Context: an optimization exercise on an open-source flow, tuned for small area, a short achievable clock period and few clock cycles per item. The choices shown serve that exercise and are no tape-out recipe. Function was checked by simulation only, so behaviour that the tests miss may differ from the original.

==> v30 <==
==> flow/design.v (excerpt) <==
module grid_liquid_diffusion_step_unit #(
	parameter int MAX_WIDTH   = gdiff_pkg::MAX_WIDTH_DEF,
	parameter int AMOUNT_BITS = gdiff_pkg::AMOUNT_BITS_DEF,
	localparam int DATA_W     = ((AMOUNT_BITS + 7) / 8) * 8
) (
	input  logic                              clk,
	input  logic                              arst_n,
	input  logic                              s_axis_tvalid,
	output logic                              s_axis_tready,
	input  logic [DATA_W-1:0]                 s_axis_tdata,    
	output logic                              m_axis_tvalid,
	input  logic                              m_axis_tready,
	output logic [DATA_W-1:0]                 m_axis_tdata,    
	output logic                              m_axis_tlast,
	input  logic                              cfg_valid,
	output logic                              cfg_ready,
	input  logic [gdiff_pkg::CFG_INDEX_W-1:0] cfg_index,
	input  logic [gdiff_pkg::CFG_DATA_W-1:0]  cfg_data
);
==> flow/config.mk <==
export PLATFORM = sky130hd
export DESIGN_NAME = grid_liquid_diffusion_step_unit
export DESIGN_NICKNAME = grid_liquid_diffusion_step_unit
export VERILOG_FILES = /design/flow/design.v
export SDC_FILE = /design/flow/constraint.sdc
export NUM_CORES = 4
export LEC_CHECK = 0
export CAP_MARGIN = 20
export CORE_MARGIN = 2
export CORE_UTILIZATION = 40
export CTS_BUF_LIST = sky130_fd_sc_hd__clkbuf_8
export CTS_CLUSTER_SIZE = 30
export SETUP_SLACK_MARGIN = 4.0
export SLEW_MARGIN = 20
==> flow/constraint.sdc <==
create_clock -name core_clock -period 7.0 [get_ports {clk}]
set_input_delay 1.4000 -clock core_clock [delete_from_list [all_inputs] [get_ports {clk}]]
set_output_delay 1.4000 -clock core_clock [all_outputs]
set_load 0.01 [all_outputs]
run.sh (not shown) runs the stock make flow with config.mk's settings and CLKGATE_MAP_FILE= SYNTH_SCRIPT=/design/flow/synth_recipe.tcl, a recipe that flattens the netlist after the stock synthesis.
==> inputs of v28, as changes to v30 <==
Settings changed: CTS_BUF_LIST sky130_fd_sc_hd__clkbuf_8 to default, CTS_CLUSTER_SIZE 30 to default.
==> inputs of v18, as changes to v30 <==
Settings changed: CTS_BUF_LIST sky130_fd_sc_hd__clkbuf_8 to default, CTS_CLUSTER_SIZE 30 to default, SETUP_SLACK_MARGIN 4.0 to 4.5.
==> summary of the runs <==
v30 ran to the end with no violations. v28 produced a clean layout. v18 finished with timing, DRC and antenna clean.
Sequential cell count is the same in v30 and v18.
In maximum frequency, v28 and v30 hardly differ.
Synthesized area is the same in v18 and v28.
Critical path depth is the same in v18 and v30.
==> figures <==
Outcome: v30 timing/DRC/antenna clean; v18 timing/DRC/antenna clean; v28 timing/DRC/antenna clean
Largest stage delay on the critical path: v30 0.54 ns; v18 0.53 ns; v28 0.51 ns
Multi-input logic portion of the cell area: v30 0.333; v18 0.337; v28 0.334
Sequential Area: v30 31600 µm²; v18 31600 µm²; v28 31600 µm²
Launch instance of the worst min-delay path: v30 u_zring.ring_q[11][5]$_DFF_P_; v18 u_sring.ring_q[23][6]$_DFF_P_; v28 u_sring.ring_q[18][6]$_DFF_P_
Hold slack final: v30 0.300 ns; v18 0.309 ns; v28 0.299 ns
Area share of buffers outside the clock network: v30 0.0430; v18 0.0538; v28 0.0408
Normalized max-slew margin: v30 0.303; v18 0.407; v28 0.297
Post-CTS setup repair buffer count: v30 158; v18 212; v28 161
Wire length of the first global-routing pass: v30 178 mm; v18 178 mm; v28 176 mm
Worst Setup SP: v30 u_recip.num_q[4]$_DFFE_PN0P_; v18 u_recip.num_q[4]$_DFFE_PN0P_; v28 a0_q[8]$_DFF_P_
# fillers: v30 11521; v18 11217; v28 11445
Final-layout clock buffer total: v30 289; v18 197; v28 208
Detailed-placement wirelength estimate: v30 71.1 mm; v18 73.5 mm; v28 71.1 mm
Clock slew at the register clock pins of the worst setup and hold paths: v30 0.07 ns; v18 0.06 ns; v28 0.06 ns
Testbench counts of v30, summed over its fixed seeds: cycles 6,872, items 6,464.
Testbench counts of v28, summed over its fixed seeds: cycles 6,872, items 6,464.
Testbench counts of v18, summed over its fixed seeds: cycles 6,872, items 6,464.

* * *

==> pepper: inputs <==
Another version of the RTL of grid_liquid_diffusion_step_unit (not shown whole).
Settings: LEC_CHECK=0, CAP_MARGIN=20, CORE_MARGIN=2, CORE_UTILIZATION=40, SETUP_SLACK_MARGIN=4.0, SLEW_MARGIN=20; clock period 7.0 ns.
==> willow: changes against pepper <==
--- a/flow/design.v
+++ b/flow/design.v
@@ -1,17 +1,17 @@
 package gdiff_pkg;
 	localparam int MAX_WIDTH_DEF   = 32;
 	localparam int AMOUNT_BITS_DEF = 16;
 	localparam int CFG_INDEX_W = 2;
 	localparam int CFG_DATA_W  = 16;
 	localparam int GRID_W_BITS = 6;
 	localparam int GRID_H_BITS = 16;
 	localparam int RATE_BITS   = 16;
-	localparam int OUT_SLOTS = 6;
+	localparam int OUT_SLOTS = 7;
 	localparam int ZW = 18;
 endpackage
 module gdiff_div (
 	input  logic        clk,
 	input  logic        arst_n,
 	input  logic        start,      
 	input  logic [15:0] den,        
 	output logic        hold,       
@@ -80,17 +80,17 @@
 	assign mb = {2'b01, num_q, 1'b0};
 	always_ff @(posedge clk) begin
 		for (int i = 0; i < 9; i++) begin
 			one[i] <= mb[2*i+1] ^ mb[2*i];
 			two[i] <= (mb[2*i+2] & !mb[2*i+1] & !mb[2*i]) | (!mb[2*i+2] & mb[2*i+1] & mb[2*i]);
 			neg[i] <= mb[2*i+2] & !(mb[2*i+1] & mb[2*i]);
 		end
 	end
-	assign hold  = (cnt_q != '0);
+	assign hold  = (cnt_q > 5'd1);
 	assign shift = l_q;
 endmodule
 module gdiff_mul (
 	input  logic [15:0] a,
 	input  logic [8:0]  one,
 	input  logic [8:0]  two,
 	input  logic [8:0]  neg,
 	output logic [34:0] s,
@@ -886,51 +886,71 @@
 		.start  (rate_take),
 		.den    (den_q),
 		.hold   (rc_hold),
 		.one    (b_one),
 		.two    (b_two),
 		.neg    (b_neg),
 		.shift  (l_sh)
 	);
+	logic          vt_q, ft_q;
+	logic [AB-1:0] at_q;
+	logic          lmt_q, rmt_q, topt_q;
+	logic [2:0]    kt_q;
+	logic          lm_t, rm_t, uptop_t;
+	assign lm_t    = (tok_col == '0);
+	assign rm_t    = (tok_col == wl_q);
+	assign uptop_t = fiss ? (hl_q == '0) : sec_q;
+	always_ff @(posedge clk or negedge arst_n) begin
+		if (!arst_n) begin
+			vt_q <= 1'b0;
+			ft_q <= 1'b0;
+		end else begin
+			vt_q <= acc;
+			ft_q <= fiss;
+		end
+	end
+	always_ff @(posedge clk) begin
+		at_q   <= s_axis_tdata[AB-1:0];
+		lmt_q  <= lm_t;
+		rmt_q  <= rm_t;
+		topt_q <= top_q;
+		kt_q   <= 3'(!fiss) + 3'(!uptop_t) + 3'(!lm_t) + 3'(!rm_t);
+	end
 	logic          v0_q, f0_q;
 	logic [AB-1:0] a0_q;
 	logic [34:0]   ms0_q, mc0_q;
 	logic          lm0_q, rm0_q, top0_q;
 	logic [2:0]    k0_q;
-	logic          lm_t, rm_t, uptop_t;
 	logic [34:0]   ms, mc;
-	assign lm_t    = (tok_col == '0);
-	assign rm_t    = (tok_col == wl_q);
-	assign uptop_t = fiss ? (hl_q == '0) : sec_q;
 	gdiff_mul u_mul (
-		.a   (s_axis_tdata[AB-1:0]),
+		.a   (at_q),
 		.one (b_one),
 		.two (b_two),
 		.neg (b_neg),
 		.s   (ms),
 		.c   (mc)
 	);
 	always_ff @(posedge clk or negedge arst_n) begin
 		if (!arst_n) begin
 			v0_q <= 1'b0;
 			f0_q <= 1'b0;
 		end else begin
-			v0_q <= acc;
-			f0_q <= fiss;
+			v0_q <= vt_q;
+			f0_q <= ft_q;
 		end
 	end
 	always_ff @(posedge clk) begin
-		a0_q   <= s_axis_tdata[AB-1:0];
+		a0_q   <= at_q;
 		ms0_q  <= ms;
 		mc0_q  <= mc;
-		lm0_q  <= lm_t;
-		rm0_q  <= rm_t;
-		top0_q <= top_q;
-		k0_q   <= 3'(!fiss) + 3'(!uptop_t) + 3'(!lm_t) + 3'(!rm_t);
+		lm0_q  <= lmt_q;
+		rm0_q  <= rmt_q;
+		top0_q <= topt_q;
+		k0_q   <= kt_q;
 	end
 	logic          v1_q, f1_q;
 	logic [16:0]   t1_q;
 	logic [AB:0]   au1_q;
 	logic [ZW:0]   zr1_q;
 	logic [ZW-1:0] ks1_q;
 	logic          lm1_q, rm1_q, top1_q;
 	logic [AB-1:0] s_tap0_unused, s_tap1_unused, s_tap2, s_tap3;
- CTS_CLUSTER_DIAMETER: unset -> 100
- CTS_CLUSTER_SIZE: unset -> 30
- SETUP_SLACK_MARGIN: 4.0 -> 4.5
==> summary of the runs <==
Between willow and pepper, the lower clock skew is in willow (gap 0.029 ns).
Against willow, the critical path depth of pepper is higher by 1.
Flip-flop and latch count: willow is higher than pepper (43).
Against pepper, the sequential share of layout area of willow is higher by 1.0 points.
Between pepper and willow, the lower worst setup slack is in pepper (gap 0.31 ns).
Via count: willow is higher than pepper (about 1.5%).
Against pepper, the first-iteration DRC count of willow is higher by 6.9%.
Testbench counts of pepper, summed over its fixed seeds: cycles 6,896, items 6,464.
Testbench counts of willow, summed over its fixed seeds: cycles 6,896, items 6,464.

port drivers added, routing unchanged:
The results above use ideal ports. As a check the final layouts listed here were re-extracted and re-timed, cells and wires unchanged. Step 1: set_driving_cell puts a clkbuf_16 on clk and a buf_2 on each other input, an assumption about the parent block. Step 2 times the ports against the registers' clock, not the clock port: input delays grow and output delays shrink by t, the midpoint of the rising clock arrivals with the driver on. a / b / c = ideal ports / drivers / drivers and shift; a / b = the first two.
run	shift t [ns]	slack for setup (ns)	hold WS [ns]	latest minus earliest clock arrival (ns)	worst data-port slew with drivers (ns)
v30	0.955	3.191 / 3.191 / 3.191	0.300 / 0.300 / 0.300	0.050 / 0.051	0.08
v28	0.819	3.187 / 3.187 / 3.187	0.299 / 0.299 / 0.299	0.043 / 0.043	0.08
v18	0.826	3.202 / 3.203 / 3.203	0.309 / 0.309 / 0.309	0.041 / 0.040	0.06
pepper	0.835	3.595 / 3.603 / 2.768	0.292 / 0.292 / 0.292	0.055 / 0.055	0.11
willow	0.768	3.904 / 3.904 / 3.479	0.318 / 0.318 / 0.318	0.052 / 0.051	0.06
After both steps setup and hold are still met in every run listed. For pepper, which loses most, drivers alone change the setup slack by +0.008 ns; drivers and shift together by -0.827 ns.
